Source: an optimization exercise on an open RTL-to-GDS flow (aim: small area, a short achievable clock period and few clock cycles). Production flows keep margins and buffers that such runs may drop.
In this exercise RTL edits were held to simulation tests only and were not proved equivalent to the original.
No activity file was given, so power comes from the tool's default toggle rates.

File: flow/run.sh
#!/bin/bash
# synth_recipe.tcl (not shown) runs the flow's synth.tcl, then flattens the netlist and writes it again
# the make line also repeats each setting of config.mk as NAME=value (left out here)
make -C /OpenROAD-flow-scripts/flow DESIGN_CONFIG=/design/flow/config.mk WORK_HOME=/design/flow/orfs CLKGATE_MAP_FILE= SYNTH_SCRIPT=/design/flow/synth_recipe.tcl finish
File: flow/config.mk
export PLATFORM = sky130hd
export DESIGN_NAME = cobs_crc_frame_receiver_core
export DESIGN_NICKNAME = cobs_crc_frame_receiver_core
export VERILOG_FILES = /design/flow/design.v
export SDC_FILE = /design/flow/constraint.sdc
export NUM_CORES = 4
export LEC_CHECK = 0
export CAP_MARGIN = 20
export CORE_MARGIN = 2
export CORE_UTILIZATION = 40
export SLEW_MARGIN = 20
File: flow/constraint.sdc
create_clock -name core_clock -period 8.0 [get_ports {clk}]
set_input_delay 1.6000 -clock core_clock [delete_from_list [all_inputs] [get_ports {clk}]]
set_output_delay 1.6000 -clock core_clock [all_outputs]
set_load 0.01 [all_outputs]
File: flow/design.v
package ccfr_pkg;
  localparam logic [15:0] CRC_INIT = 16'hFFFF;
  localparam logic [15:0] CRC_POLY = 16'hA2EB;
  function automatic logic [5:0] kind_len_m1(input logic [2:0] kind);
    logic [5:0] r;
    case (kind)
      3'd0: r = 6'd60;
      3'd1: r = 6'd24;
      3'd2: r = 6'd28;
      3'd3: r = 6'd48;
      3'd4: r = 6'd63;
      3'd5: r = 6'd57;
      3'd6: r = 6'd57;
      default: r = 6'd39;
    endcase
    kind_len_m1 = r;
  endfunction
  function automatic logic [15:0] crc_byte(input logic [15:0] crc, input logic [7:0] b);
    logic [15:0] c;
    c = crc ^ {b, 8'h00};
    for (int k = 0; k < 8; k++) begin
      if (c[15]) c = {c[14:0], 1'b0} ^ CRC_POLY;
      else c = {c[14:0], 1'b0};
    end
    crc_byte = c;
  endfunction
  localparam logic [4:0] M12_DONE_A = 5'd18;
  localparam logic [4:0] M12_DONE_B = 5'd27;
  function automatic logic [4:0] m12_next(input logic [4:0] s, input logic [7:0] b);
    logic [4:0] r;
    r = (b == 8'h43) ? 5'd1 : 5'd0;
    case (s)
      5'd0: begin if (b == 8'h43) r = 5'd1; end
      5'd1: begin if (b == 8'h6F) r = 5'd2; end
      5'd2: begin if (b == 8'h6D) r = 5'd3; end
      5'd3: begin if (b == 8'h6D) r = 5'd4; end
      5'd4: begin if (b == 8'h61) r = 5'd5; end
      5'd5: begin if (b == 8'h6E) r = 5'd6; end
      5'd6: begin if (b == 8'h64) r = 5'd7; end
      5'd7: begin if (b == 8'h20) r = 5'd8; end
      5'd8: begin if (b == 8'h73) r = 5'd9; else if (b == 8'h66) r = 5'd19; end
      5'd9: begin if (b == 8'h75) r = 5'd10; end
      5'd10: begin if (b == 8'h63) r = 5'd11; end
      5'd11: begin if (b == 8'h63) r = 5'd12; end
      5'd12: begin if (b == 8'h65) r = 5'd13; end
      5'd13: begin if (b == 8'h65) r = 5'd14; end
      5'd14: begin if (b == 8'h64) r = 5'd15; end
      5'd15: begin if (b == 8'h2E) r = 5'd16; end
      5'd16: begin if (b == 8'h0D) r = 5'd17; end
      5'd17: begin if (b == 8'h0A) r = 5'd18; end
      5'd19: begin if (b == 8'h61) r = 5'd20; end
      5'd20: begin if (b == 8'h69) r = 5'd21; end
      5'd21: begin if (b == 8'h6C) r = 5'd22; end
      5'd22: begin if (b == 8'h65) r = 5'd23; end
      5'd23: begin if (b == 8'h64) r = 5'd24; end
      5'd24: begin if (b == 8'h2E) r = 5'd25; end
      5'd25: begin if (b == 8'h0D) r = 5'd26; end
      5'd26: begin if (b == 8'h0A) r = 5'd27; end
      default: ;
    endcase
    m12_next = r;
  endfunction
  localparam logic [5:0] M34_DONE_A = 6'd28;
  localparam logic [5:0] M34_DONE_B = 6'd50;
  function automatic logic [5:0] m34_next(input logic [5:0] s, input logic [7:0] b);
    logic [5:0] r;
    r = (b == 8'h54) ? 6'd1 : 6'd0;
    case (s)
      6'd0: begin if (b == 8'h54) r = 6'd1; end
      6'd1: begin if (b == 8'h68) r = 6'd2; end
      6'd2: begin if (b == 8'h69) r = 6'd3; end
      6'd3: begin if (b == 8'h73) r = 6'd4; end
      6'd4: begin if (b == 8'h20) r = 6'd5; end
      6'd5: begin if (b == 8'h63) r = 6'd6; end
      6'd6: begin if (b == 8'h6F) r = 6'd7; end
      6'd7: begin if (b == 8'h6D) r = 6'd8; end
      6'd8: begin if (b == 8'h6D) r = 6'd9; end
      6'd9: begin if (b == 8'h61) r = 6'd10; end
      6'd10: begin if (b == 8'h6E) r = 6'd11; end
      6'd11: begin if (b == 8'h64) r = 6'd12; end
      6'd12: begin if (b == 8'h20) r = 6'd13; end
      6'd13: begin if (b == 8'h69) r = 6'd14; end
      6'd14: begin if (b == 8'h73) r = 6'd15; end
      6'd15: begin if (b == 8'h20) r = 6'd16; end
      6'd16: begin if (b == 8'h65) r = 6'd17; else if (b == 8'h6E) r = 6'd29; end
      6'd17: begin if (b == 8'h72) r = 6'd18; end
      6'd18: begin if (b == 8'h72) r = 6'd19; end
      6'd19: begin if (b == 8'h6F) r = 6'd20; end
      6'd20: begin if (b == 8'h6E) r = 6'd21; end
      6'd21: begin if (b == 8'h65) r = 6'd22; end
      6'd22: begin if (b == 8'h6F) r = 6'd23; end
      6'd23: begin if (b == 8'h75) r = 6'd24; end
      6'd24: begin if (b == 8'h73) r = 6'd25; end
      6'd25: begin if (b == 8'h2E) r = 6'd26; end
      6'd26: begin if (b == 8'h0D) r = 6'd27; end
      6'd27: begin if (b == 8'h0A) r = 6'd28; end
      6'd29: begin if (b == 8'h6F) r = 6'd30; end
      6'd30: begin if (b == 8'h74) r = 6'd31; end
      6'd31: begin if (b == 8'h20) r = 6'd32; end
      6'd32: begin if (b == 8'h69) r = 6'd33; end
      6'd33: begin if (b == 8'h6D) r = 6'd34; end
      6'd34: begin if (b == 8'h70) r = 6'd35; end
      6'd35: begin if (b == 8'h6C) r = 6'd36; end
      6'd36: begin if (b == 8'h65) r = 6'd37; end
      6'd37: begin if (b == 8'h6D) r = 6'd38; end
      6'd38: begin if (b == 8'h65) r = 6'd39; end
      6'd39: begin if (b == 8'h6E) r = 6'd40; end
      6'd40: begin if (b == 8'h74) r = 6'd41; end
      6'd41: begin if (b == 8'h65) r = 6'd42; end
      6'd42: begin if (b == 8'h64) r = 6'd43; end
      6'd43: begin if (b == 8'h20) r = 6'd44; end
      6'd44: begin if (b == 8'h79) r = 6'd45; end
      6'd45: begin if (b == 8'h65) r = 6'd46; end
      6'd46: begin if (b == 8'h74) r = 6'd47; end
      6'd47: begin if (b == 8'h2E) r = 6'd48; end
      6'd48: begin if (b == 8'h0D) r = 6'd49; end
      6'd49: begin if (b == 8'h0A) r = 6'd50; end
      default: ;
    endcase
    m34_next = r;
  endfunction
endpackage
module ccfr_crc (
  input  logic        clk,
  input  logic        init,
  input  logic        step,
  input  logic [7:0]  data,
  output logic [15:0] crc
);
  always_ff @(posedge clk) begin
    if (init) begin
      crc <= ccfr_pkg::CRC_INIT;
    end else if (step) begin
      crc <= ccfr_pkg::crc_byte(crc, data);
    end
  end
endmodule
module ccfr_ram #(
  parameter int WIDTH = 8,
  parameter int DEPTH = 64
) (
  input  logic                     clk,
  input  logic                     we,
  input  logic [$clog2(DEPTH)-1:0] waddr,
  input  logic [WIDTH-1:0]         wdata,
  input  logic [$clog2(DEPTH)-1:0] raddr,
  output logic [WIDTH-1:0]         rdata
);
  logic [WIDTH-1:0] mem [DEPTH];
  always_ff @(posedge clk) begin
    if (we) begin
      mem[waddr] <= wdata;
    end
  end
  assign rdata = mem[raddr];
endmodule
module ccfr_ctrl (
  input  logic       clk,
  input  logic       rst,
  input  logic       in_v,
  input  logic       buf_full,     
  input  logic       q_full,       
  output logic       hold,         
  input  logic       in_r,
  input  logic [7:0] in_b,
  output logic       wr_en,        
  output logic [7:0] wr_data,
  output logic       commit,       
  output logic       drop,         
  output logic       push,         
  output logic [6:0] desc
);
  logic        sync;
  logic [7:0]  ecnt;     
  logic [7:0]  rem;      
  logic        ff;       
  logic        dst;      
  logic [2:0]  kind;
  logic [5:0]  lrem;     
  logic        over;     
  logic        cok;      
  logic [4:0]  m12;
  logic [5:0]  m34;
  logic [15:0] crc;
  logic v, wr_need, push_need;
  logic is_zero, ev_resync, ev_delim, ev_data, ev_ovf, ev_store, ev_close;
  logic is_code, d_emit, frame_rst, crc_feed;
  logic [7:0] d;
  logic [3:0] st;
  logic [2:0] st_kind;
  assign is_zero   = (in_b == 8'd0);
  assign wr_need   = !in_r && !is_zero && sync && !ecnt[7] &&
                     (!is_code || ((ecnt != 8'd0) && !ff)) && (!dst || (lrem != 6'd0));
  assign push_need = !in_r && ((is_zero && sync && (ecnt != 8'd0)) || (!is_zero && sync && ecnt[7]));
  assign hold      = in_v && ((wr_need && buf_full) || (push_need && q_full));
  assign v         = in_v && !hold;
  assign ev_resync = v && in_r;
  assign ev_delim  = v && !in_r && is_zero;
  assign ev_data   = v && !in_r && !is_zero && sync;
  assign ev_ovf    = ev_data && ecnt[7];
  assign ev_store  = ev_data && !ecnt[7];
  assign ev_close  = ev_delim && sync && (ecnt != 8'd0);
  assign frame_rst = ev_resync || ev_delim || ev_ovf;
  assign is_code   = (rem == 8'd0);
  assign d_emit    = ev_store && (!is_code || ((ecnt != 8'd0) && !ff));
  assign d         = is_code ? 8'd0 : in_b;
  assign crc_feed  = d_emit && (!dst || (lrem > 6'd2));
  assign wr_en     = d_emit && (!dst || (lrem != 6'd0));
  assign wr_data   = d;
  always_comb begin
    st_kind = 3'd0;
    if (!is_code)                                   st = 4'd5;
    else if (m12 == ccfr_pkg::M12_DONE_A)           st = 4'd1;
    else if (m12 == ccfr_pkg::M12_DONE_B)           st = 4'd2;
    else if (m34 == ccfr_pkg::M34_DONE_A)           st = 4'd3;
    else if (m34 == ccfr_pkg::M34_DONE_B)           st = 4'd4;
    else if (!dst)                                  st = 4'd6;
    else begin
      st_kind = kind;
      if (over || (lrem != 6'd0))                   st = 4'd6;
      else if (!cok)                                st = 4'd7;
      else                                          st = 4'd0;
    end
  end
  assign push   = ev_close || ev_ovf;
  assign desc   = ev_ovf ? {3'd0, 4'd8} : {st_kind, st};
  assign commit = ev_close && (st == 4'd0);
  assign drop   = ev_resync || ev_ovf || (ev_close && (st != 4'd0));
  ccfr_crc u_crc (
    .clk  (clk),
    .init (rst || frame_rst),
    .step (crc_feed),
    .data (d),
    .crc  (crc)
  );
  always_ff @(posedge clk) begin
    if (rst) begin
      sync <= 1'b0;
    end else if (ev_resync || ev_ovf) begin
      sync <= 1'b0;
    end else if (ev_delim) begin
      sync <= 1'b1;
    end
  end
  always_ff @(posedge clk) begin
    if (rst || frame_rst) begin
      ecnt <= 8'd0;
      rem  <= 8'd0;
      dst  <= 1'b0;
      over <= 1'b0;
      m12  <= '0;
      m34  <= '0;
    end else if (ev_store) begin
      ecnt <= ecnt + 8'd1;
      if (is_code) begin
        rem <= in_b - 8'd1;
        ff  <= (in_b == 8'hFF);
      end else begin
        rem <= rem - 8'd1;
      end
      if (d_emit) begin
        m12 <= ccfr_pkg::m12_next(m12, d);
        m34 <= ccfr_pkg::m34_next(m34, d);
        if (!dst) begin
          dst  <= 1'b1;
          kind <= d[2:0];
          lrem <= ccfr_pkg::kind_len_m1(d[2:0]);
        end else if (lrem == 6'd0) begin
          over <= 1'b1;
        end else begin
          lrem <= lrem - 6'd1;
        end
        if (dst && (lrem == 6'd2)) cok <= (d == crc[7:0]);
        if (dst && (lrem == 6'd1)) cok <= cok && (d == crc[15:8]);
      end
    end
  end
endmodule
module cobs_crc_frame_receiver_core (
  input  logic       clk,
  input  logic       rst,
  input  logic       s_axis_tvalid,
  output logic       s_axis_tready,
  input  logic [7:0] s_axis_tdata,   
  input  logic [0:0] s_axis_tuser,   
  output logic       m_axis_tvalid,
  input  logic       m_axis_tready,
  output logic [7:0] m_axis_tdata,   
  output logic [7:0] m_axis_tuser,   
  output logic       m_axis_tlast
);
  logic       rdy_q;
  logic       acc;
  logic       in_v;
  logic       in_r;
  logic [7:0] in_b;
  logic       sk_v;
  logic       sk_r;
  logic [7:0] sk_b;
  logic       hold;
  logic       proc;
  logic       in_v_n;
  logic       sk_v_n;
  assign s_axis_tready = rdy_q;
  assign acc  = s_axis_tvalid && rdy_q;
  assign proc = in_v && !hold;
  always_comb begin
    in_v_n = in_v;
    sk_v_n = sk_v;
    if (proc || !in_v) begin
      in_v_n = sk_v || acc;
      sk_v_n = sk_v && acc;
    end else if (acc) begin
      sk_v_n = 1'b1;
    end
  end
  always_ff @(posedge clk) begin
    if (rst) begin
      in_v  <= 1'b0;
      sk_v  <= 1'b0;
      rdy_q <= 1'b1;
    end else begin
      in_v  <= in_v_n;
      sk_v  <= sk_v_n;
      rdy_q <= !(in_v_n && sk_v_n);
    end
    if (proc || !in_v) begin
      in_b <= sk_v ? sk_b : s_axis_tdata;
      in_r <= sk_v ? sk_r : s_axis_tuser[0];
    end
    if (!sk_v || proc) begin
      sk_b <= s_axis_tdata;
      sk_r <= s_axis_tuser[0];
    end
  end
  logic       wr_en;
  logic [7:0] wr_data;
  logic       commit;
  logic       drop;
  logic       push;
  logic [6:0] desc;
  logic       buf_full;
  logic       q_full;
  ccfr_ctrl u_ctrl (
    .clk       (clk),
    .rst       (rst),
    .in_v      (in_v),
    .buf_full  (buf_full),
    .q_full    (q_full),
    .hold      (hold),
    .in_r      (in_r),
    .in_b      (in_b),
    .wr_en     (wr_en),
    .wr_data   (wr_data),
    .commit    (commit),
    .drop      (drop),
    .push      (push),
    .desc      (desc)
  );
  logic [6:0] ws;        
  logic [6:0] fs;        
  logic [6:0] rd;        
  logic [7:0] rd_data;
  ccfr_ram #(.WIDTH(8), .DEPTH(64)) u_ram (
    .clk   (clk),
    .we    (wr_en),
    .waddr (ws[5:0]),
    .wdata (wr_data),
    .raddr (rd[5:0]),
    .rdata (rd_data)
  );
  logic [6:0] ws_n;
  always_comb begin
    ws_n = ws;
    if (drop)       ws_n = fs;
    else if (wr_en) ws_n = ws + 7'd1;
  end
  always_ff @(posedge clk) begin
    if (rst) begin
      ws <= '0;
      fs <= '0;
    end else begin
      ws <= ws_n;
      if (commit) fs <= ws;
    end
  end
  logic [6:0] dq0, dq1;
  logic [1:0] dcnt;
  logic       pop;
  always_ff @(posedge clk) begin
    if (rst) begin
      dcnt <= 2'd0;
    end else begin
      dcnt <= dcnt + {1'b0, push} - {1'b0, pop};
    end
    if (pop) begin
      dq0 <= (push && dcnt == 2'd1) ? desc : dq1;
    end else if (push && dcnt == 2'd0) begin
      dq0 <= desc;
    end
    if (push && (dcnt == (pop ? 2'd2 : 2'd1))) dq1 <= desc;
  end
  logic       adv;
  logic       oact;
  logic [5:0] orem;
  logic       start_frame;
  logic       rd_inc;
  assign adv         = !m_axis_tvalid || m_axis_tready;
  assign pop         = adv && !oact && (dcnt != 2'd0);
  assign start_frame = pop && (dq0[3:0] == 4'd0);
  assign rd_inc      = adv && oact || start_frame;
  always_ff @(posedge clk) begin
    if (rst) begin
      m_axis_tvalid <= 1'b0;
      oact          <= 1'b0;
      rd            <= '0;
    end else if (adv) begin
      if (oact) begin
        m_axis_tvalid <= 1'b1;
        rd            <= rd + 7'd1;
        if (orem == 6'd1) oact <= 1'b0;
      end else if (dcnt != 2'd0) begin
        m_axis_tvalid <= 1'b1;
        if (start_frame) begin
          rd   <= rd + 7'd1;
          oact <= 1'b1;
        end
      end else begin
        m_axis_tvalid <= 1'b0;
      end
    end
  end
  always_ff @(posedge clk) begin
    if (adv) begin
      if (oact) begin
        m_axis_tdata <= rd_data;
        m_axis_tlast <= (orem == 6'd1);
        orem         <= orem - 6'd1;
      end else if (dcnt != 2'd0) begin
        if (start_frame) begin
          m_axis_tdata <= rd_data;
          m_axis_tuser <= {1'b1, dq0[6:4], 4'd0};
          m_axis_tlast <= 1'b0;
          orem         <= ccfr_pkg::kind_len_m1(dq0[6:4]);
        end else begin
          m_axis_tdata <= 8'd0;
          m_axis_tuser <= {1'b0, dq0};
          m_axis_tlast <= 1'b1;
        end
      end
    end
  end
  assign buf_full = (ws[6] != rd[6]) && (ws[5:0] == rd[5:0]);
  assign q_full   = dcnt[1];
endmodule
==> summary.txt, run 1 <==
run status complete, no violations; shortest period the worst path allows 4.59 ns; number of storage elements in the synthesis netlist 658; synth warn 4; vertical die dimension 274 microns; Post-Synthesis Cell Area 0.0292 sq mm; Routed wire per std cell 25.2 microns; Max transition margin 30.8%; synth top area cells edfxtp_1, mux4_2, dfxtp_1, nor2_1, nand2_1; CTS Sinks 658; worst-case register-to-register setup slack 3.41 ns; PostCTS Resize Cnt 0; io pins 32; Netlist cell types 98; Sw Share 22.1%; DRC marker count from the first detailed-route iteration 1,890; worst hold slack across all endpoints 0.444 ns; global-route wire length before repair 112,000 microns; area growth from synthesis to layout 11.9%; Die Area 0.0752 sq mm; share of total power in combinational logic 4.9%; Setup WS pre-CTS 3.41 ns; IR Drop Worst-Case VDD 200 uV; transition time at the pin with the least slew margin 1.04 ns; Cell Int Power 5.62 mW; final routed DRC violation total 0; Crit Path Class reg2reg; P_leak 9.22 nW; number of setup buffers added after CTS 0; count of maximum capacitance violations 0; Clock Pin Slew Worst Setup and Hold Paths 0.06 ns; accumulated negative setup slack 0 ns; number of levels in the clock H-tree 3; detailed placer's ending HPWL 47,500 microns; number of flops mapped to enable cells by yosys 578; global placer's final weighted congestion 0.969; Slew Limit Fails 0; unrepaired setup endpoints after global routing false; top cell type's share of synthesized area 59.4%; IO buf count 31; vias after detailed routing 17,100; post-detailed-routing wire length 73,800 microns; CTS Buf Count 69; Most used DFF post-synth edfxtp_1; effective utilization at floorplan 40.3%; Sequential Power Share 52.9%; startpoint type of the worst setup path flip-flop; ratio of cells with drive above 1 in the final layout 18.6%; Horiz. Die Dim 274 microns; CP most frequent cell nor2_1; P per Cell Area 221 mW/mm^2; Max clock buf depth 3; Clock Root Buffer clkbuf_16; row cnt 99; antenna viol nets, final 0; diode insertion count for antenna repair 0; vias per inst 5.83; worst hold path type reg2reg; initial antenna violation count 0; capturing element type of the critical path flip-flop; post-synthesis async set-or-reset flop share 0%; Req. time, crit path 8.26 ns; DR pass1 iterations 6; area of the placeable core 0.0726 sq mm; period utilisation layout 57.4%; via count of the first global-routing pass 17,300; largest stage delay on the critical path 0.81 ns; Final Hold Vio Count 0; highest fanout seen on the critical path 19; clock latency reported for the late side of the worst-skew pair 0.63 ns; Post-CTS Hold Buffers 0; NetSw 1.60 mW; final-report setup violation count 0; synthesized net count 1,929; cell with the largest stage delay on the worst path nor2_1; arrival time reported for the critical path endpoint 4.85 ns; number of filler cells placed in the layout 6,440; timing-limited maximum frequency 0.218 GHz; CTS tree done; net total in the final layout 1,945; final setup skew 0.0230 ns; sequential element share of the synthesized area 64.9%; global routing usage summed across all routing layers 19.8%; largest area contributor in the netlist edfxtp_1; clock share of power 42.2%; worst-case setup margin in the final layout 3.41 ns; Mean Syn Cell Area 15.4 sq um; largest net degree at the start of global routing 69; total global routing overflow 0; Syn Inst Count 1,903; crit-path cells nor4_2 > a211oi_1 > nand4b_1 > nor2_1 > nand3_1 > nor2_1
==> state kept, by name (all words and copies together) (netlist names), 8 cells and up, named ones only <==
register,flops
m_axis_tdata,8
sk_b,8
in_b,8
u_ctrl.u_crc.crc,16
m_axis_tuser,8
u_ram.mem,512
u_ctrl.ecnt,8
u_ctrl.rem,8
==> layout by cell type (no fill, tap or decap), drive strengths merged, types with 11 or more instances in the layout <==
| cell | n |
|---|---|
| a31oi | 18 |
| and3 | 13 |
| nand3b | 11 |
| nor2 | 179 |
| nand4 | 19 |
| dfxtp | 80 |
| o211ai | 26 |
| a21oi | 59 |
| nand3 | 51 |
| xnor2 | 45 |
| ha | 13 |
| nor2b | 24 |
| nand2b | 21 |
| mux4 | 168 |
| mux2i | 18 |
| clkbuf | 88 |
| nor3 | 30 |
| xor2 | 42 |
| clkinv | 31 |
| mux2 | 21 |
| inv | 36 |
| nor4 | 18 |
| buf | 31 |
| o21ai | 40 |
| clkdlybuf4s50 | 31 |
| o22ai | 13 |
| nand2 | 112 |
| edfxtp | 578 |
| a211oi | 14 |
==> logic make-up (layout without fill, tap and decap cells) <==
logic type,count (synthesis),count (layout),synth area share (%)
flip-flops,658,658,64.9
AND/OR/NAND/NOR,525,525,8.94
buffers and inverters,153,221,2.05
AO/OA/AOI/OAI,255,255,6.10
adder cells (fa/ha/maj),14,14,0.591
multiplexers,207,207,14.4
XOR/XNOR,91,91,3.07
==> final timing paths <==
| path | end | depth (start not counted) | startpoint |
|---|---|---|---|
| min | m_axis_tuser[2] | 0 | dq0[2] |
| max | u_ram.mem[22][3] | 6 | in_b[5] |
| max reg2reg | u_ram.mem[22][3] | 6 | in_b[5] |
| min reg2reg | m_axis_tuser[2] | 0 | dq0[2] |
==> synthesized netlist by cell type, types with 4 or more instances <==
| cell | instances |
|---|---|
| a211oi_1 | 14 |
| a21oi_1 | 59 |
| a22oi_1 | 7 |
| a311oi_1 | 5 |
| a31oi_1 | 17 |
| a32oi_1 | 5 |
| and2_1 | 8 |
| and3_1 | 13 |
| buf_1 | 23 |
| buf_2 | 10 |
| clkbuf_1 | 82 |
| clkinv_1 | 4 |
| dfxtp_1 | 80 |
| edfxtp_1 | 578 |
| ha_1 | 13 |
| inv_1 | 31 |
| mux2_2 | 21 |
| mux2i_1 | 18 |
| mux4_2 | 168 |
| nand2_1 | 111 |
| nand2b_1 | 21 |
| nand3_1 | 51 |
| nand3b_1 | 11 |
| nand4_1 | 19 |
| nor2_1 | 177 |
| nor2b_1 | 24 |
| nor3_1 | 28 |
| nor4_1 | 12 |
| nor4_2 | 5 |
| o211ai_1 | 26 |
| o21ai_0 | 35 |
| o22ai_1 | 13 |
| o31ai_1 | 7 |
| o32ai_1 | 9 |
| or3_1 | 8 |
| or4_1 | 8 |
| xnor2_1 | 44 |
| xor2_1 | 39 |
==> layer usage <==
| layer | vias up | global-route usage (%) | wire length (microns) |
|---|---|---|---|
| met3 | 137 | 2.92 | 5060 |
| met5 | - | 0 | 0 |
| met1 | 8718 | 27.5 | 31500 |
| li1 | 7532 | - | - |
| met2 | 706 | 32.3 | 35500 |
| met4 | 0 | 6.12 | 1730 |
==> critical path: cells and delay by family, from the launching register on <==
kind,cells,cell delay (ns)
flops,1,0.80
simple gates,5,2.93
compound gates,1,0.50
==> cell type report <==
class,instances,area (sq um),area share [%]
Tap cell,959,1200,3.67
Inverter,36,140,0.428
Multi-Input combinational cell,1092,9710,29.7
Sequential cell,658,19000,58.0
Clock inverter,35,322,0.983
Clock buffer,88,1830,5.59
Timing Repair Buffer,62,543,1.66
==> per-stage QoR <==
stage                     util, %  total power [mW]  cell area [sq um]  cells
after floorplan                 -              4.09              29200   1903
after global placement       42.1              4.24              30500   2807
after detailed placement     42.1              4.25              30600   2807
after CTS                    45.1              7.29              32700   2930
after global routing         45.1              7.45              32700   2930
final                        45.1              7.22              32700   2930
==> power groups by stage <==
| stage | combinational [mW] | sequential, mW | clock (mW) |
|---|---|---|---|
| 2_1_floorplan | 0.208 | 3.89 | 0 |
| 3_3_place_gp | 0.348 | 3.89 | 0 |
| 3_5_place_dp | 0.356 | 3.89 | 0 |
| 4_1_cts | 0.358 | 3.82 | 3.12 |
| 5_1_grt | 0.381 | 3.83 | 3.24 |
| 6_report | 0.351 | 3.82 | 3.05 |
Testbench counts, summed over its fixed seeds: cycles 15,301.
==> run 2: changes to the inputs <==
--- a/flow/design.v
+++ b/flow/design.v
@@ -139,18 +139,17 @@
   parameter int WIDTH = 8,
-  parameter int DEPTH = 64
+  parameter int DEPTH = 66
 ) (
-  input  logic                     clk,
-  input  logic                     we,
-  input  logic [$clog2(DEPTH)-1:0] waddr,
-  input  logic [WIDTH-1:0]         wdata,
-  input  logic [$clog2(DEPTH)-1:0] raddr,
-  output logic [WIDTH-1:0]         rdata
+  input  logic             clk,
+  input  logic             we,
+  input  logic [WIDTH-1:0] wdata,
+  output logic [WIDTH-1:0] rdata
 );
-  logic [WIDTH-1:0] mem [DEPTH];
+  logic [WIDTH-1:0] ring [DEPTH];
   always_ff @(posedge clk) begin
-    if (we) begin
-      mem[waddr] <= wdata;
+    ring[0] <= we ? wdata : ring[DEPTH-1];
+    for (int i = 1; i < DEPTH; i++) begin
+      ring[i] <= ring[i-1];
     end
   end
-  assign rdata = mem[raddr];
+  assign rdata = ring[DEPTH-2];
 endmodule
@@ -160,3 +159,3 @@
   input  logic       in_v,
-  input  logic       buf_full,     
+  input  logic       wr_ok,        
   input  logic       q_full,       
@@ -166,2 +165,3 @@
   output logic       wr_en,        
+  output logic       wr_start,     
   output logic [7:0] wr_data,
@@ -169,2 +169,3 @@
   output logic       drop,         
+  output logic       doom,         
   output logic       push,         
@@ -175,3 +176,2 @@
   logic [7:0]  rem;      
-  logic        ff;       
   logic        dst;      
@@ -192,5 +192,5 @@
   assign wr_need   = !in_r && !is_zero && sync && !ecnt[7] &&
-                     (!is_code || ((ecnt != 8'd0) && !ff)) && (!dst || (lrem != 6'd0));
+                     (!is_code || (ecnt != 8'd0)) && (!dst || (lrem != 6'd0));
   assign push_need = !in_r && ((is_zero && sync && (ecnt != 8'd0)) || (!is_zero && sync && ecnt[7]));
-  assign hold      = in_v && ((wr_need && buf_full) || (push_need && q_full));
+  assign hold      = in_v && ((wr_need && !wr_ok) || (push_need && q_full));
   assign v         = in_v && !hold;
@@ -204,3 +204,3 @@
   assign is_code   = (rem == 8'd0);
-  assign d_emit    = ev_store && (!is_code || ((ecnt != 8'd0) && !ff));
+  assign d_emit    = ev_store && (!is_code || (ecnt != 8'd0));
   assign d         = is_code ? 8'd0 : in_b;
@@ -209,2 +209,4 @@
   assign wr_data   = d;
+  assign wr_start  = !dst;
+  assign doom      = d_emit && dst && (lrem == 6'd0);
   always_comb begin
@@ -256,3 +258,2 @@
         rem <= in_b - 8'd1;
-        ff  <= (in_b == 8'hFF);
       end else begin
@@ -335,3 +336,5 @@
   end
+  logic       wr_ok;
   logic       wr_en;
+  logic       wr_start;
   logic [7:0] wr_data;
@@ -339,5 +342,5 @@
   logic       drop;
+  logic       doom;
   logic       push;
   logic [6:0] desc;
-  logic       buf_full;
   logic       q_full;
@@ -347,3 +350,3 @@
     .in_v      (in_v),
-    .buf_full  (buf_full),
+    .wr_ok     (wr_ok),
     .q_full    (q_full),
@@ -353,2 +356,3 @@
     .wr_en     (wr_en),
+    .wr_start  (wr_start),
     .wr_data   (wr_data),
@@ -356,2 +360,3 @@
     .drop      (drop),
+    .doom      (doom),
     .push      (push),
@@ -359,32 +364,22 @@
   );
-  logic [6:0] ws;        
+  localparam int N = 66;
+  logic [6:0] ph;        
+  logic [6:0] ph_n;      
+  logic [6:0] head;      
   logic [6:0] fs;        
-  logic [6:0] rd;        
+  logic       fw;        
   logic [7:0] rd_data;
-  ccfr_ram #(.WIDTH(8), .DEPTH(64)) u_ram (
+  function automatic logic [6:0] inc(input logic [6:0] a);
+    inc = (a == 7'(N - 1)) ? 7'd0 : a + 7'd1;
+  endfunction
+  assign ph_n = inc(ph);
+  ccfr_ram #(.WIDTH(8), .DEPTH(N)) u_ram (
     .clk   (clk),
     .we    (wr_en),
-    .waddr (ws[5:0]),
     .wdata (wr_data),
-    .raddr (rd[5:0]),
     .rdata (rd_data)
   );
-  logic [6:0] ws_n;
-  always_comb begin
-    ws_n = ws;
-    if (drop)       ws_n = fs;
-    else if (wr_en) ws_n = ws + 7'd1;
-  end
-  always_ff @(posedge clk) begin
-    if (rst) begin
-      ws <= '0;
-      fs <= '0;
-    end else begin
-      ws <= ws_n;
-      if (commit) fs <= ws;
-    end
-  end
-  logic [6:0] dq0, dq1;
-  logic [1:0] dcnt;
-  logic       pop;
+  logic [13:0] dq0, dq1;
+  logic [1:0]  dcnt;
+  logic        pop;
   always_ff @(posedge clk) begin
@@ -396,17 +391,22 @@
     if (pop) begin
-      dq0 <= (push && dcnt == 2'd1) ? desc : dq1;
+      dq0 <= (push && dcnt == 2'd1) ? {fs, desc} : dq1;
     end else if (push && dcnt == 2'd0) begin
-      dq0 <= desc;
+      dq0 <= {fs, desc};
     end
-    if (push && (dcnt == (pop ? 2'd2 : 2'd1))) dq1 <= desc;
+    if (push && (dcnt == (pop ? 2'd2 : 2'd1))) dq1 <= {fs, desc};
   end
+  assign q_full = dcnt[1];
   logic       adv;
-  logic       oact;
-  logic [5:0] orem;
+  logic       oact;      
+  logic [6:0] rs;        
+  logic [5:0] orem;      
+  logic       g0, g1;
   logic       start_frame;
-  logic       rd_inc;
+  logic       emit;
+  assign g0          = (dcnt != 2'd0) && (dq0[3:0] == 4'd0);
+  assign g1          = dcnt[1] && (dq1[3:0] == 4'd0);
   assign adv         = !m_axis_tvalid || m_axis_tready;
-  assign pop         = adv && !oact && (dcnt != 2'd0);
-  assign start_frame = pop && (dq0[3:0] == 4'd0);
-  assign rd_inc      = adv && oact || start_frame;
+  assign start_frame = adv && !oact && g0 && (dq0[13:7] == ph_n);
+  assign emit        = adv && oact && (rs == ph_n);
+  assign pop         = adv && !oact && (dcnt != 2'd0) && (!g0 || (dq0[13:7] == ph_n));
   always_ff @(posedge clk) begin
@@ -415,17 +415,6 @@
       oact          <= 1'b0;
-      rd            <= '0;
     end else if (adv) begin
-      if (oact) begin
-        m_axis_tvalid <= 1'b1;
-        rd            <= rd + 7'd1;
-        if (orem == 6'd1) oact <= 1'b0;
-      end else if (dcnt != 2'd0) begin
-        m_axis_tvalid <= 1'b1;
-        if (start_frame) begin
-          rd   <= rd + 7'd1;
-          oact <= 1'b1;
-        end
-      end else begin
-        m_axis_tvalid <= 1'b0;
-      end
+      m_axis_tvalid <= pop || emit;
+      if (start_frame) oact <= 1'b1;
+      else if (emit && orem == 6'd1) oact <= 1'b0;
     end
@@ -433,23 +422,39 @@
   always_ff @(posedge clk) begin
-    if (adv) begin
-      if (oact) begin
-        m_axis_tdata <= rd_data;
-        m_axis_tlast <= (orem == 6'd1);
-        orem         <= orem - 6'd1;
-      end else if (dcnt != 2'd0) begin
-        if (start_frame) begin
-          m_axis_tdata <= rd_data;
-          m_axis_tuser <= {1'b1, dq0[6:4], 4'd0};
-          m_axis_tlast <= 1'b0;
-          orem         <= ccfr_pkg::kind_len_m1(dq0[6:4]);
-        end else begin
-          m_axis_tdata <= 8'd0;
-          m_axis_tuser <= {1'b0, dq0};
-          m_axis_tlast <= 1'b1;
-        end
-      end
+    if (emit) begin
+      m_axis_tdata <= rd_data;
+      m_axis_tlast <= (orem == 6'd1);
+      orem         <= orem - 6'd1;
+      rs           <= inc(rs);
+    end else if (start_frame) begin
+      m_axis_tdata <= rd_data;
+      m_axis_tuser <= {1'b1, dq0[6:4], 4'd0};
+      m_axis_tlast <= 1'b0;
+      orem         <= ccfr_pkg::kind_len_m1(dq0[6:4]);
+      rs           <= inc(ph_n);
+    end else if (pop) begin
+      m_axis_tdata <= 8'd0;
+      m_axis_tuser <= {1'b0, dq0[6:0]};
+      m_axis_tlast <= 1'b1;
+    end
+  end
+  logic live;
+  logic full;
+  logic sync_w;
+  assign live   = oact || g0 || g1 || fw;
+  assign full   = oact ? (head == rs) : g0 ? (head == dq0[13:7]) : g1 ? (head == dq1[13:7]) : 1'b0;
+  assign sync_w = (ph == head) && !full;
+  assign wr_ok  = sync_w || (wr_start && !live);
+  always_ff @(posedge clk) begin
+    if (rst) begin
+      ph   <= '0;
+      head <= '0;
+      fw   <= 1'b0;
+    end else begin
+      ph <= ph_n;
+      if (drop || commit || doom) fw <= 1'b0;
+      else if (wr_en)     fw <= 1'b1;
+      if (wr_en || ((!fw || drop || commit || doom) && (sync_w || !live))) head <= ph_n;
     end
+    if (wr_en && wr_start) fs <= ph;
   end
-  assign buf_full = (ws[6] != rd[6]) && (ws[5:0] == rd[5:0]);
-  assign q_full   = dcnt[1];
 endmodule
--- a/flow/config.mk
+++ b/flow/config.mk
@@ -10,2 +10,3 @@
 export CORE_UTILIZATION = 40
+export SETUP_SLACK_MARGIN = 4
 export SLEW_MARGIN = 20
==> summary.txt, run 2 <==
run status complete, no violations; sequential element share of the synthesized area 67.6% (+2.7 points); transition time at the pin with the least slew margin 1.10 ns (+0.0619 ns); worst-case register-to-register setup slack 4.30 ns (+0.90 ns); row cnt 85 (-14%); antenna viol nets, final 0 (unchanged); number of flops mapped to enable cells by yosys 93 (-84%); io pins 32 (unchanged); vias per inst 5.09 (-13%); Die Area 0.0564 sq mm (-25%); synth top area cells dfxtp_1, edfxtp_1, xnor2_1, xor2_1, nor2_1; Crit Path Class reg2reg; multi-input gate area in the final layout 0.00657 sq mm (-32%); Reg2Reg Depth 9 (+3); highest fanout seen on the critical path 18 (-1); net total in the final layout 1,830 (-5.9%); Post-Synthesis Cell Area 0.0218 sq mm (-25%); initial antenna violation count 0 (unchanged); most common cell after layout, fill and taps aside dfxtp_1; Mean Syn Cell Area 12.3 sq um (-20%); CTS Sinks 689 (+4.7%); shortest period the worst path allows 3.70 ns (-0.897 ns); area growth from synthesis to layout 14.8%; most used cells in the layout excluding fill and tap cells dfxtp_1, nor2_1, nand2_1, edfxtp_1, xnor2_1; IR Drop Worst-Case VDD 188 uV (-6.0%); Post-CTS Hold Buffers 0 (unchanged); crit-path cells nor4_2 > buf_4 > a211o_1 > o21bai_1 > nor2_1 > a21boi_4 > or2_1 > o21a_2 > and3_1; worst hold path type reg2reg; P_leak 9.35 nW (+1.4%); vias after detailed routing 13,000 (-24%); final setup skew 0.0193 ns (-0.00371 ns); accumulated negative setup slack 0 ns (unchanged); number of levels in the clock H-tree 2 (-1); top cell type's share of synthesized area 54.7% (-4.6 points); flip-flop count of the largest register after layout 528 (+3.1%); capturing element type of the critical path flip-flop; global-route wire length before repair 72,100 microns (-35%); final-report setup violation count 0 (unchanged); Syn Inst Count 1,767 (-7.1%); Most used DFF post-synth dfxtp_1; clock latency reported for the late side of the worst-skew pair 0.62 ns (about the same); Reg-to-Reg End u_ctrl.lrem[2]; arrival time reported for the critical path endpoint 3.99 ns (-0.86 ns); startpoint type of the worst setup path flip-flop; Slew Limit Fails 0 (unchanged); total global routing overflow 0 (unchanged); area of the placeable core 0.0538 sq mm (-26%); largest reg by FF count u_ram.ring; cell with the largest stage delay on the worst path edfxtp_1; detailed placer's ending HPWL 30,200 microns (-36%); effective utilization at floorplan 40.5% (+0.24 points); Req. time, crit path 8.30 ns (+0.04 ns); DRC marker count from the first detailed-route iteration 999 (-47%); largest net degree at the start of global routing 31 (-55%); worst flop-to-flop path startpoint in_b[3]; hold_sp u_ram.ring[41][0]; post-detailed-routing wire length 45,100 microns (-39%); total power 7.08 mW (-1.9%); Routed wire per std cell 17.7 microns (-30%); Max clock buf depth 3 (unchanged); CTS Buf Count 61 (-12%); cell count of the worst hold path 0 (unchanged); Clock Pin Slew Worst Setup and Hold Paths 0.07 ns (about the same); Max transition margin 26.4% (-4.3 points); Netlist cell types 104 (+6.1%); post-synthesis async set-or-reset flop share 0% (unchanged); diode insertion count for antenna repair 0 (unchanged); final routed DRC violation total 0 (unchanged); unrepaired setup endpoints after global routing false; DR pass1 iterations 5 (-1); CTS tree done; worst-case setup margin in the final layout 4.30 ns (+0.897 ns); Clock Root Buffer clkbuf_16; Storage cell area 0.0147 sq mm (-22%); ratio of cells with drive above 1 in the final layout 11.6% (-7.0 points); IO buf count 31 (unchanged); global placer's final weighted congestion 0.889 (-8.2%); endpoint of the worst hold path u_ram.ring[42][0]; Final Hold Vio Count 0 (unchanged); number of filler cells placed in the layout 4,760 (-26%); largest registers ranked by flip-flop count u_ram.ring: 528 flops, u_ctrl.u_crc.crc: 16 flops; P per Cell Area 283 mW/mm^2 (+28%); count of maximum capacitance violations 0 (unchanged); largest stage delay on the critical path 0.71 ns (-0.10 ns); vertical die dimension 237 microns (-13%); via count of the first global-routing pass 12,700 (-27%); dominant cell by count in the synthesized netlist dfxtp_1; timing-limited maximum frequency 0.271 GHz (+24%); synthesized net count 1,798 (-6.8%); Setup WS pre-CTS 3.43 ns (+0.0149 ns); number of storage elements in the synthesis netlist 689 (+4.7%); global routing usage summed across all routing layers 16.1% (-3.7 points); Horiz. Die Dim 237 microns (-13%); largest area contributor in the netlist dfxtp_1; synth warn 5 (+1); list of most frequent post-synthesis cells dfxtp_1, nor2_1, nand2_1, edfxtp_1, xnor2_1; period utilisation layout 46.2% (-11 points)
run 2: cell count changes after synthesis, sizes merged, moves of 11 or more:
| cell | before | now |
|---|---|---|
| edfxtp | 578 | 93 |
| o21ai | 40 | 51 |
| xnor2 | 45 | 76 |
| buf | 35 | 21 |
| nor2 | 179 | 115 |
| nor4 | 18 | 35 |
| xor2 | 42 | 56 |
| dfxtp | 80 | 596 |
| mux2 | 21 | 33 |
| nor3 | 30 | 43 |
| mux4 | 168 | 0 |
| o211ai | 26 | 15 |
| clkbuf | 82 | 66 |
run 2: worst max path at each step:
stage | start | to | depth (start not counted)
finish | in_b[3] | u_ctrl.lrem[2] | 9
global placement | in_b[5] | u_ctrl.lrem[3] | 8
detailed placement | in_b[5] | u_ctrl.lrem[3] | 8
global route | in_b[3] | u_ctrl.lrem[2] | 9
CTS | in_b[5] | u_ctrl.lrem[1] | 8
floorplan | u_ctrl.rem[0] | u_ctrl.u_crc.crc[11] | 13
run 2: layout make-up:
class	instances	area share, %
Inverter	39	0.585
Tap cell	696	3.48
Clock buffer	84	7.31
Sequential cell	689	58.9
Timing Repair Buffer	56	1.98
Multi-Input combinational cell	952	26.3
Clock inverter	32	1.48
run 2: report_power, final:
group	internal [mW]	switching (mW)	total, mW
combinational	0.164	0.178	0.343
sequential	3.60	0.0638	3.67
clock	1.78	1.29	3.07
run 2: worst max-delay path, delay by kind of cell (launching register included):
kind                   cells  cell delay [ns]
buffers and inverters      1             0.18
AO/OA/AOI/OAI              4             1.54
flip-flops                 1             0.71
AND/OR/NAND/NOR            4             0.93
run 2: per-layer routing:
layer  routed length (microns)  track usage, %
met1                     21900            23.0
met2                     19400            24.3
met3                      2450            2.91
met4                      1350            6.14
met5                         0               0
run 2: logic make-up after synthesis:
group	after synthesis	share of synthesized area, %
muxes	48	2.55
AOI/OAI and AO/OA	251	8.06
adders and majority gates	19	1.08
xor gates and xnor gates	137	6.14
buffers and inverters	126	2.54
DFF	689	67.6
and+or+nand+nor	497	12.1
run 2: what timing repair did:
action	CTS	global route
gates resized for setup	3	6
pin swaps	2	0
buffers inserted	2	6
setup endpoints to repair	44	53
cloned	0	0
run 2: stage by stage:
step                cells  utilization [%]  area (sq um)  hold slack [ns]
floorplan            1767                -         21800            0.310
global placement     2423             42.2         22700            0.310
detailed placement   2424             42.2         22700            0.312
CTS                  2542             46.3         24900            0.318
global route         2548             46.5         25000            0.322
finish               2548             46.5         25000            0.310
Testbench counts of run 2, summed over its fixed seeds: cycles 15,433.
==> run 3: changes to the inputs <==
--- a/flow/config.mk
+++ b/flow/config.mk
@@ -10,3 +10,3 @@
 export CORE_UTILIZATION = 40
-export SETUP_SLACK_MARGIN = 4
+export SETUP_SLACK_MARGIN = 5
 export SLEW_MARGIN = 20
==> summary.txt, run 3 <==
run status complete, no violations; IO buf count 31 (unchanged); Mean Syn Cell Area 12.3 sq um (unchanged); P per Cell Area 279 mW/mm^2 (-1.5%); arrival time reported for the critical path endpoint 3.47 ns (-0.52 ns); CTS Sinks 689 (unchanged); number of flops mapped to enable cells by yosys 93 (unchanged); flip-flop count of the largest register after layout 528 (unchanged); antenna viol nets, final 0 (unchanged); area growth from synthesis to layout 20.5%; Clock Pin Slew Worst Setup and Hold Paths 0.06 ns (about the same); timing-limited maximum frequency 0.320 GHz (+18%); Syn Inst Count 1,767 (unchanged); Routed wire per std cell 18.0 microns (+1.6%); Req. time, crit path 8.35 ns (+0.05 ns); row cnt 85 (unchanged); global-route wire length before repair 74,500 microns (+3.3%); synth warn 5 (unchanged); sequential element share of the synthesized area 67.6% (unchanged); vias after detailed routing 13,400 (+3.3%); Clock Root Buffer clkbuf_16; Post-Synthesis Cell Area 0.0218 sq mm (unchanged); io pins 32 (unchanged); ratio of cells with drive above 1 in the final layout 18.5% (+6.9 points); Crit Path Class reg2reg; total global routing overflow 0 (unchanged); diode insertion count for antenna repair 0 (unchanged); period utilisation layout 39.0% (-7.2 points); largest stage delay on the critical path 0.71 ns (about the same); P_leak 9.89 nW (+5.7%); worst hold slack across all endpoints 0.321 ns (+0.0113 ns); dominant cell by count in the synthesized netlist dfxtp_1; final setup skew 0.0209 ns (+0.00159 ns); most common cell after layout, fill and taps aside dfxtp_1; worst hold path type reg2reg; family with the most delay on the worst path simple AND/OR/NAND/NOR gates; DR pass1 iterations 5 (unchanged); Final Hold Vio Count 0 (unchanged); total buffers and inverters traversed by the critical path 0 (-1); highest fanout seen on the critical path 18 (unchanged); effective utilization at floorplan 40.5% (unchanged); transition time at the pin with the least slew margin 0.918 ns (-0.179 ns); crit-path cells nor2b_1 > nand2_1 > nor2_1 > o41ai_1 > a21oi_1 > a21o_1 > a21oi_1 > mux2_4; initial antenna violation count 0 (unchanged); number of levels in the clock H-tree 3 (+1); clock latency reported for the late side of the worst-skew pair 0.60 ns (-0.02 ns); list of most frequent post-synthesis cells dfxtp_1, nor2_1, nand2_1, edfxtp_1, xnor2_1; synth top area cells dfxtp_1, edfxtp_1, xnor2_1, xor2_1, nor2_1; Max clock buf depth 3 (unchanged); CTS Buf Count 67 (+9.8%); startpoint type of the worst setup path flip-flop; vias per inst 5.12 (+0.69%); CP most frequent cell a21oi_1; most used cells in the layout excluding fill and tap cells dfxtp_1, nor2_1, nand2_1, edfxtp_1, buf_4; shortest period the worst path allows 3.12 ns (-0.576 ns); global placer's final weighted congestion 0.896 (+0.78%); final-report setup violation count 0 (unchanged); capturing element type of the critical path flip-flop; area of the placeable core 0.0538 sq mm (unchanged); via count of the first global-routing pass 13,300 (+4.2%); CTS tree done; number of storage elements in the synthesis netlist 689 (unchanged); Netlist cell types 104 (unchanged); number of filler cells placed in the layout 4,664 (-2.0%); Die Area 0.0564 sq mm (unchanged); Horiz. Die Dim 237 microns (unchanged); largest net degree at the start of global routing 27 (-13%); IR Drop Worst-Case VDD 162 uV (-14%); accumulated negative setup slack 0 ns (unchanged); Most used DFF post-synth dfxtp_1; largest area contributor in the netlist dfxtp_1; vertical die dimension 237 microns (unchanged); largest reg by FF count u_ram.ring; cell with the largest stage delay on the worst path dfxtp_1; net total in the final layout 1,896 (+3.6%); top cell type's share of synthesized area 54.7% (unchanged); synthesized net count 1,798 (unchanged); final routed DRC violation total 0 (unchanged); Slew Limit Fails 0 (unchanged); count of maximum capacitance violations 0 (unchanged); Max transition margin 38.7% (+12 points); global routing usage summed across all routing layers 16.8% (+0.67 points); largest registers ranked by flip-flop count u_ram.ring: 528 flops, u_ctrl.u_crc.crc: 16 flops; post-detailed-routing wire length 47,000 microns (+4.2%); DRC marker count from the first detailed-route iteration 1,182 (+18%); unrepaired setup endpoints after global routing true; detailed placer's ending HPWL 30,400 microns (+0.36%); post-synthesis async set-or-reset flop share 0% (unchanged)
==> run 3: where the power goes <==
| part | total, mW | switching [mW] | leakage (nW) | internal [mW] |
|---|---|---|---|---|
| clock network | 3.23 | 1.30 | 1.14 | 1.93 |
| logic | 0.431 | 0.225 | 3.07 | 0.206 |
| registers | 3.66 | 0.0591 | 5.68 | 3.60 |
==> run 3: metal layers <==
| layer | part of all wire, % | up-vias | global-route usage (%) |
|---|---|---|---|
| met1 | 47 | 6485 | 23.3 |
| li1 | - | 6348 | - |
| met2 | 45 | 454 | 25.6 |
| met3 | 5.8 | 98 | 3.10 |
| met4 | 3.0 | 0 | 7.64 |
| met5 | 0 | - | 0 |
==> run 3: logic make-up after synthesis <==
kind of cell               synth area share, %
DFF                                       67.6
and+or+nand+nor                           12.1
AOI/OAI and AO/OA                         8.06
xor gates and xnor gates                  6.14
buffers and inverters                     2.54
muxes                                     2.55
adders and majority gates                 1.08
==> run 3: worst paths after layout <==
check	slack, ns	depth (start not counted)	start	end
worst max-delay path	4.88	8	u_ctrl.m34[1]	dq0[0]
worst min-delay path	0.32	0	u_ram.ring[27][2]	u_ram.ring[28][2]
worst max register to register	4.88	8	u_ctrl.m34[1]	dq0[0]
worst min register to register	0.32	0	u_ram.ring[27][2]	u_ram.ring[28][2]
==> run 3: what timing repair did <==
item | 4_1_cts | 5_1_grt
pin swaps | 35 | 20
setup endpoints to repair | 223 | 123
hold buffers | 0 | 0
gates cloned | 3 | 0
buffers inserted | 53 | 15
resized for setup | 101 | 43
==> run 3: final cells by class <==
| type | instances | area (sq um) | area share, % |
|---|---|---|---|
| Clock buffer | 87 | 1860 | 7.10 |
| Clock inverter | 35 | 463 | 1.76 |
| Inverter | 39 | 158 | 0.600 |
| Multi-Input combinational cell | 954 | 7190 | 27.4 |
| Sequential cell | 689 | 14700 | 56.1 |
| Tap cell | 696 | 871 | 3.31 |
| Timing Repair Buffer | 114 | 977 | 3.72 |
==> run 3: metrics by stage <==
stage / util (%) / instance area [sq um] / total power [mW] / setup slack, ns / cells
2_1_floorplan: - / 21900 / 3.96 / 4.73 / 1767
3_3_place_gp: 42.3 / 22800 / 4.09 / 3.71 / 2420
3_5_place_dp: 42.3 / 22800 / 4.09 / 3.58 / 2421
4_1_cts: 48.2 / 25900 / 7.39 / 4.85 / 2599
5_1_grt: 48.8 / 26300 / 7.61 / 4.81 / 2614
6_report: 48.8 / 26300 / 7.33 / 4.88 / 2614
==> run 3: worst reg2reg max path: stages (launching register included) <==
cell and delay (ns):
dfxtp_1 0.71, nor2b_1 0.60, nand2_1 0.21, nor2_1 0.41, o41ai_1 0.18, a21oi_1 0.17, a21o_1 0.15, a21oi_1 0.13
mux2_4 0.31
==> run 4: changes to the inputs <==
--- a/flow/config.mk
+++ b/flow/config.mk
@@ -10,3 +10,2 @@
 export CORE_UTILIZATION = 40
-export SETUP_SLACK_MARGIN = 5
 export SLEW_MARGIN = 20
==> summary.txt, run 4 <==
run status complete, no violations; number of placed cells counting well taps 2,424 (+0.12%); final-report setup violation count 0 (unchanged); shortest period the worst path allows 4.26 ns (+1.14 ns); via count of the first global-routing pass 12,700 (-4.1%); post-layout util 46.3% (-2.5 points); number of flops mapped to enable cells by yosys 93 (unchanged); Die Area 0.0564 sq mm (unchanged); antenna viol nets, final 0 (unchanged); PostCTS Resize Cnt 0 (-100%); sequential element share of the synthesized area 67.6% (unchanged); top cell type's share of synthesized area 54.7% (unchanged); P_leak 9.30 nW (-5.9%); largest net degree at the start of global routing 31 (+15%); DRC marker count from the first detailed-route iteration 973 (-18%); most used cells in the layout excluding fill and tap cells dfxtp_1, nor2_1, nand2_1, edfxtp_1, xnor2_1; global placer's final weighted congestion 0.889 (-0.77%); most common cell after layout, fill and taps aside dfxtp_1; largest reg by FF count u_ram.ring; Req. time, crit path 8.30 ns (-0.05 ns); CTS Sinks 689 (unchanged); Clock Pin Slew Worst Setup and Hold Paths 0.08 ns (+0.02 ns); dominant cell by count in the synthesized netlist dfxtp_1; period utilisation layout 53.2% (+14 points); Final Hold Vio Count 0 (unchanged); Horiz. Die Dim 237 microns (unchanged); IR Drop Worst-Case VDD 188 uV (+16%); transition time at the pin with the least slew margin 1.09 ns (+0.172 ns); worst hold path type reg2reg; synth top area cells dfxtp_1, edfxtp_1, xnor2_1, xor2_1, nor2_1; Mean Syn Cell Area 12.3 sq um (unchanged); global-route wire length before repair 72,000 microns (-3.4%); Crit Path Class reg2reg; largest registers ranked by flip-flop count u_ram.ring: 528 flops, u_ctrl.u_crc.crc: 16 flops; Max clock buf depth 3 (unchanged); net total in the final layout 1,822 (-3.9%); Reg2Reg Depth 8 (unchanged); CTS tree done; diode insertion count for antenna repair 0 (unchanged); number of storage elements in the synthesis netlist 689 (unchanged); initial antenna violation count 0 (unchanged); cell count of the worst hold path 0 (unchanged); non-filler instance count after layout 2,540 (-2.8%); Post-Synthesis Cell Area 0.0218 sq mm (unchanged); number of levels in the clock H-tree 2 (-1); number of filler cells placed in the layout 4,766 (+2.2%); synth warn 5 (unchanged); number of setup buffers added after CTS 0 (-100%); CTS Buf Count 61 (-9.0%); accumulated negative setup slack 0 ns (unchanged); clock latency reported for the late side of the worst-skew pair 0.62 ns (+0.02 ns); Netlist cell types 104 (unchanged); count of maximum capacitance violations 0 (unchanged); DR pass1 iterations 6 (+1); row cnt 85 (unchanged); largest area contributor in the netlist dfxtp_1; detailed placer's ending HPWL 30,200 microns (-0.36%); highest fanout seen on the critical path 20 (+2); arrival time reported for the critical path endpoint 4.55 ns (+1.08 ns); global routing usage summed across all routing layers 16.1% (-0.69 points); IO buf count 31 (unchanged); vertical die dimension 237 microns (unchanged); final routed DRC violation total 0 (unchanged); Slew Limit Fails 0 (unchanged); effective utilization at floorplan 40.5% (unchanged); area growth from synthesis to layout 14.3%; area of the placeable core 0.0538 sq mm (unchanged); ratio of cells with drive above 1 in the final layout 11.0% (-7.6 points); flip-flop count of the largest register after layout 528 (unchanged); capturing element type of the critical path flip-flop; startpoint type of the worst setup path flip-flop; Clock Root Buffer clkbuf_16; synthesized net count 1,798 (unchanged); Max transition margin 26.9% (-12 points); Syn Inst Count 1,767 (unchanged); vias per inst 5.10 (-0.33%); post-synthesis async set-or-reset flop share 0% (unchanged); Post-CTS Hold Buffers 0 (unchanged); total global routing overflow 0 (unchanged); post-detailed-routing wire length 44,900 microns (-4.5%); timing-limited maximum frequency 0.235 GHz (-27%); io pins 32 (unchanged); unrepaired setup endpoints after global routing false; final setup skew 0.0184 ns (-0.00251 ns); P per Cell Area 284 mW/mm^2 (+1.8%); Routed wire per std cell 17.7 microns (-1.7%); vias after detailed routing 13,000 (-3.2%); list of most frequent post-synthesis cells dfxtp_1, nor2_1, nand2_1, edfxtp_1, xnor2_1; Most used DFF post-synth dfxtp_1
run 4: cell count changes in the layout (fill, tap and decap cells not counted), sizes merged:
| cell | previous run | this run |
|---|---|---|
| clkbuf | 88 | 84 |
| dlygate4sd2 | 19 | 0 |
| and3 | 14 | 13 |
| nand4 | 20 | 19 |
| clkinvlp | 4 | 5 |
| clkinv | 18 | 11 |
| buf | 82 | 17 |
| clkdlybuf4s50 | 12 | 31 |
| bufinv | 8 | 5 |
| inv | 44 | 50 |
run 4: critical path, stage by stage, from the launching register on:
cell      delay, ns
edfxtp_1       0.86
nor4_2         0.21
a211o_1        0.49
o21bai_1       0.25
nor2_1         0.12
a21boi_2       0.56
or2_1          0.36
o21a_1         0.66
and3_1         0.41
run 4: logic make-up after synthesis:
| kind of cell | share of synthesized area [%] |
|---|---|
| buffers and inverters | 2.54 |
| XOR/XNOR | 6.14 |
| flip-flops | 67.6 |
| multiplexers | 2.55 |
| adder cells (fa/ha/maj) | 1.08 |
| AND/OR/NAND/NOR | 12.1 |
| AO/OA/AOI/OAI | 8.06 |
run 4: worst paths after layout:
path                     startpoint  slack [ns]           endpoint
setup / recovery            in_b[5]        3.74     u_ctrl.lrem[2]
hold / removal    u_ram.ring[41][0]        0.31  u_ram.ring[42][0]
setup reg to reg            in_b[5]        3.74     u_ctrl.lrem[2]
hold reg to reg   u_ram.ring[41][0]        0.31  u_ram.ring[42][0]
run 4: power by group:
| part | leakage [nW] | switching (mW) | internal [mW] |
|---|---|---|---|
| Combinational | 2.55 | 0.175 | 0.162 |
| Sequential | 5.67 | 0.0651 | 3.60 |
| Clock | 1.07 | 1.29 | 1.78 |
| Total | 9.30 | 1.53 | 5.55 |
run 4: stage by stage:
stage	power [mW]	area [sq um]	hold WS [ns]	setup WS [ns]
4_1_cts	7.17	24900	0.318	3.39
2_1_floorplan	3.96	21800	0.310	4.45
6_report	7.08	24900	0.311	3.74
3_3_place_gp	4.08	22700	0.310	3.63
5_1_grt	7.35	24900	0.322	3.33
3_5_place_dp	4.09	22700	0.312	3.43
run 4: area by class of cell:
class	instances	area, sq um	area share [%]
sequential	689	14700	59.1
multi-input combinational	952	6540	26.2
clock buffer	84	1830	7.34
tap	696	871	3.50
timing repair buffer	48	435	1.75
clock inverter	32	369	1.48
inverter	39	146	0.588
run 4: routing by layer:
| layer | up-vias | track usage [%] | part of all wire, % |
|---|---|---|---|
| met4 | 0 | 6.14 | 3.0 |
| li1 | 6182 | - | - |
| met5 | - | 0 | 0 |
| met1 | 6336 | 23.0 | 49 |
| met2 | 359 | 24.3 | 43 |
| met3 | 86 | 2.91 | 5.1 |
==> run 5: changes to the inputs <==
--- a/flow/design.v
+++ b/flow/design.v
@@ -164,2 +164,4 @@
   input  logic [7:0] in_b,
+  input  logic       in_z,         
+  input  logic       in_one,       
   output logic       wr_en,        
@@ -176,2 +178,5 @@
   logic [7:0]  rem;      
+  logic        rem_z;    
+  logic        ecnt_nz;  
+  logic        lrem_nz;  
   logic        dst;      
@@ -190,6 +195,6 @@
   logic [2:0] st_kind;
-  assign is_zero   = (in_b == 8'd0);
+  assign is_zero   = in_z;
   assign wr_need   = !in_r && !is_zero && sync && !ecnt[7] &&
-                     (!is_code || (ecnt != 8'd0)) && (!dst || (lrem != 6'd0));
-  assign push_need = !in_r && ((is_zero && sync && (ecnt != 8'd0)) || (!is_zero && sync && ecnt[7]));
+                     (!is_code || ecnt_nz) && (!dst || lrem_nz);
+  assign push_need = !in_r && sync && (is_zero ? ecnt_nz : ecnt[7]);
   assign hold      = in_v && ((wr_need && !wr_ok) || (push_need && q_full));
@@ -201,12 +206,12 @@
   assign ev_store  = ev_data && !ecnt[7];
-  assign ev_close  = ev_delim && sync && (ecnt != 8'd0);
+  assign ev_close  = ev_delim && sync && ecnt_nz;
   assign frame_rst = ev_resync || ev_delim || ev_ovf;
-  assign is_code   = (rem == 8'd0);
-  assign d_emit    = ev_store && (!is_code || (ecnt != 8'd0));
+  assign is_code   = rem_z;
+  assign d_emit    = ev_store && (!is_code || ecnt_nz);
   assign d         = is_code ? 8'd0 : in_b;
   assign crc_feed  = d_emit && (!dst || (lrem > 6'd2));
-  assign wr_en     = d_emit && (!dst || (lrem != 6'd0));
+  assign wr_en     = d_emit && (!dst || lrem_nz);
   assign wr_data   = d;
   assign wr_start  = !dst;
-  assign doom      = d_emit && dst && (lrem == 6'd0);
+  assign doom      = d_emit && dst && !lrem_nz;
   always_comb begin
@@ -221,3 +226,3 @@
       st_kind = kind;
-      if (over || (lrem != 6'd0))                   st = 4'd6;
+      if (over || lrem_nz)                          st = 4'd6;
       else if (!cok)                                st = 4'd7;
@@ -248,4 +253,6 @@
     if (rst || frame_rst) begin
-      ecnt <= 8'd0;
-      rem  <= 8'd0;
+      ecnt    <= 8'd0;
+      ecnt_nz <= 1'b0;
+      rem     <= 8'd0;
+      rem_z   <= 1'b1;
       dst  <= 1'b0;
@@ -255,7 +262,10 @@
     end else if (ev_store) begin
-      ecnt <= ecnt + 8'd1;
+      ecnt    <= ecnt + 8'd1;
+      ecnt_nz <= 1'b1;
       if (is_code) begin
-        rem <= in_b - 8'd1;
+        rem   <= in_b - 8'd1;
+        rem_z <= in_one;
       end else begin
-        rem <= rem - 8'd1;
+        rem   <= rem - 8'd1;
+        rem_z <= (rem == 8'd1);
       end
@@ -267,7 +277,9 @@
           kind <= d[2:0];
-          lrem <= ccfr_pkg::kind_len_m1(d[2:0]);
-        end else if (lrem == 6'd0) begin
+          lrem    <= ccfr_pkg::kind_len_m1(d[2:0]);
+          lrem_nz <= 1'b1;
+        end else if (!lrem_nz) begin
           over <= 1'b1;
         end else begin
-          lrem <= lrem - 6'd1;
+          lrem    <= lrem - 6'd1;
+          lrem_nz <= (lrem != 6'd1);
         end
@@ -297,2 +309,5 @@
   logic [7:0] in_b;
+  logic       in_z;
+  logic       in_one;
+  logic [7:0] in_b_n;
   logic       sk_v;
@@ -317,2 +332,3 @@
   end
+  assign in_b_n = sk_v ? sk_b : s_axis_tdata;
   always_ff @(posedge clk) begin
@@ -328,4 +344,6 @@
     if (proc || !in_v) begin
-      in_b <= sk_v ? sk_b : s_axis_tdata;
-      in_r <= sk_v ? sk_r : s_axis_tuser[0];
+      in_b   <= in_b_n;
+      in_z   <= (in_b_n == 8'd0);
+      in_one <= (in_b_n == 8'd1);
+      in_r   <= sk_v ? sk_r : s_axis_tuser[0];
     end
@@ -355,2 +373,4 @@
     .in_b      (in_b),
+    .in_z      (in_z),
+    .in_one    (in_one),
     .wr_en     (wr_en),
@@ -443,3 +463,3 @@
   assign live   = oact || g0 || g1 || fw;
-  assign full   = oact ? (head == rs) : g0 ? (head == dq0[13:7]) : g1 ? (head == dq1[13:7]) : 1'b0;
+  assign full   = (oact && (rs == ph)) || (g0 && (dq0[13:7] == ph)) || (g1 && (dq1[13:7] == ph));
   assign sync_w = (ph == head) && !full;
--- a/flow/config.mk
+++ b/flow/config.mk
@@ -10,2 +10,6 @@
 export CORE_UTILIZATION = 40
+export CTS_BUF_LIST = sky130_fd_sc_hd__clkbuf_8
+export CTS_CLUSTER_DIAMETER = 50
+export CTS_CLUSTER_SIZE = 15
+export SETUP_SLACK_MARGIN = 5
 export SLEW_MARGIN = 20
==> summary.txt, run 5 <==
run status complete, no violations; vias per inst 5.13 (+0.55%); post-detailed-routing wire length 46,700 microns (+4.1%); largest stage delay on the critical path 0.61 ns (-0.25 ns); Req. time, crit path 8.44 ns (+0.14 ns); total power 6.17 mW (-13%); arrival time reported for the critical path endpoint 3.44 ns (-1.11 ns); Clock Root Buffer clkbuf_8; clock share of power 31.9% (-12 points); net total in the final layout 1,894 (+4.0%); Most used DFF post-synth dfxtp_1; io pins 32 (unchanged); global-route wire length before repair 72,700 microns (+0.88%); post-synthesis async set-or-reset flop share 0% (unchanged); Mean Syn Cell Area 12.2 sq um (-0.69%); CP most frequent cell nor2_4; CTS Buf Count 60 (-1.6%); Post-CTS Hold Buffers 0 (unchanged); shortest period the worst path allows 3.00 ns (-1.25 ns); synth top area cells dfxtp_1, edfxtp_1, xnor2_1, nor2_1, nand2_1; global routing usage summed across all routing layers 16.3% (+0.20 points); via count of the first global-routing pass 13,000 (+2.0%); initial antenna violation count 1 (+1); Crit Path Class reg2reg; transition time at the pin with the least slew margin 0.883 ns (-0.207 ns); ratio of cells with drive above 1 in the final layout 15.4% (+4.4 points); clock latency reported for the late side of the worst-skew pair 0.70 ns (+0.08 ns); largest reg by FF count u_ram.ring; Final Hold Vio Count 0 (unchanged); crit-path cells or4b_4 > buf_6 > nor2_4 > a32o_1 > o211ai_2 > a211oi_4 > o221ai_4 > buf_4 > nor2_4 > buf_12 > mux2_1; unrepaired setup endpoints after global routing true; number of levels in the clock H-tree 2 (unchanged); global placer's final weighted congestion 0.911 (+2.4%); DRC marker count from the first detailed-route iteration 1,257 (+29%); final-report setup violation count 0 (unchanged); IO buf count 31 (unchanged); P per Cell Area 249 mW/mm^2 (-12%); DR pass1 iterations 7 (+1); Clock Pin Slew Worst Setup and Hold Paths 0.10 ns (+0.02 ns); total global routing overflow 0 (unchanged); count of maximum capacitance violations 0 (unchanged); accumulated negative setup slack 0 ns (unchanged); number of flops mapped to enable cells by yosys 96 (+3.2%); share of total power in combinational logic 8.0% (+3.2 points); most used cells in the layout excluding fill and tap cells dfxtp_1, nor2_1, nand2_1, edfxtp_1, xnor2_1; final setup skew 0.0514 ns (+0.0330 ns); capturing element type of the critical path flip-flop; Post-Synthesis Cell Area 0.0217 sq mm (-0.24%); CTS Sinks 694 (+0.73%); Max transition margin 41.1% (+14 points); period utilisation layout 37.5% (-16 points); effective utilization at floorplan 40.4% (-0.098 points); synthesized net count 1,806 (+0.44%); largest net degree at the start of global routing 46 (+48%); NetSw 1.47 mW (-3.8%); largest registers ranked by flip-flop count u_ram.ring: 528 flops, u_ctrl.u_crc.crc: 16 flops; vertical die dimension 237 microns (-0.12%); area of the placeable core 0.0538 sq mm (unchanged); list of most frequent post-synthesis cells dfxtp_1, nor2_1, nand2_1, xnor2_1, edfxtp_1; Cell Int Power 4.70 mW (-15%); timing-limited maximum frequency 0.333 GHz (+42%); Die Area 0.0562 sq mm (-0.24%); P_leak 9.15 nW (-1.7%); row cnt 85 (unchanged); startpoint type of the worst setup path flip-flop; Slew Limit Fails 0 (unchanged); sequential element share of the synthesized area 68.3% (+0.76 points); synth warn 5 (unchanged); flip-flop count of the largest register after layout 528 (unchanged); number of storage elements in the synthesis netlist 694 (+0.73%); Netlist cell types 95 (-8.7%)
[run 5: cell type report]
type | count | area [sq um]
fillers | 4857 | 29000
flip-flops and latches | 694 | 14900
multi-input cells | 962 | 6710
repair buffers | 112 | 1020
well taps | 696 | 871
clock buffers | 63 | 867
clock inverters | 27 | 289
inverters | 33 | 134
diodes | 1 | 2.50
[run 5: stage by stage]
| stage | area, sq um | utilization, % | hold WS [ns] | setup slack, ns | instances |
|---|---|---|---|---|---|
| floorplan | 21800 | - | 0.310 | 4.80 | 1775 |
| global placement | 22700 | 42.2 | 0.310 | 3.57 | 2430 |
| detailed placement | 22700 | 42.2 | 0.312 | 3.51 | 2430 |
| CTS | 24400 | 45.3 | 0.298 | 4.95 | 2561 |
| global route | 24800 | 46.0 | 0.301 | 4.90 | 2588 |
| finish | 24800 | 46.0 | 0.310 | 5.00 | 2588 |
[run 5: critical path: cells and delay by family, from the launching register on]
kind	cells	cell delay [ns]
simple gates	3	0.82
flops	1	0.42
buf+inv	3	0.49
mux	1	0.34
compound gates	4	0.67
[run 5: kinds of logic after synthesis]
| family | count (synthesis) | share of synthesized area (%) |
|---|---|---|
| XOR/XNOR | 129 | 5.23 |
| multiplexers | 45 | 2.41 |
| adder cells (fa/ha/maj) | 18 | 1.04 |
| AND/OR/NAND/NOR | 513 | 12.4 |
| AO/OA/AOI/OAI | 257 | 8.31 |
| flip-flops | 694 | 68.3 |
| buffers and inverters | 119 | 2.24 |
[run 5: path summary, 6_finish.rpt]
check	startpoint	to	slack, ns	cells after the start
setup reg to reg	ph[2]	dq0[0]	5.00	11
setup / recovery	ph[2]	dq0[0]	5.00	11
hold / removal	u_ram.ring[63][0]	u_ram.ring[64][0]	0.31	0
hold reg to reg	u_ram.ring[63][0]	u_ram.ring[64][0]	0.31	0
[run 5: timing repair]
item	in CTS	in global routing
pin swaps	19	15
setup endpoints to repair	208	108
cloned	1	2
gates resized for setup	96	33
setup buffers	40	24
[run 5: metal layers]
metal | up-vias | wire length [microns] | global-route usage, %
met2 | 390 | 20800 | 25.1
met3 | 100 | 2490 | 3.36
li1 | 6380 | - | -
met1 | 6410 | 22400 | 23.1
met4 | 0 | 1080 | 5.09
met5 | - | 0 | 0
[run 5: power by group through the flow]
| stage | Clock (mW) | Sequential (mW) | Combinational, mW |
|---|---|---|---|
| floorplan | 0 | 3.77 | 0.286 |
| global placement | 0 | 3.80 | 0.406 |
| detailed placement | 0 | 3.80 | 0.413 |
| CTS | 2.04 | 3.71 | 0.454 |
| global route | 2.19 | 3.72 | 0.531 |
| finish | 1.96 | 3.71 | 0.494 |
Testbench counts of run 5, summed over its fixed seeds: cycles 15,433.

Setup slack of run 5, layout unchanged: 4.997 ns with ideal ports, 4.997 ns with driving cells assumed (clock clkbuf_16, inputs buf_2), 4.412 ns with port delays also shifted by the 0.721 ns mid clock arrival.
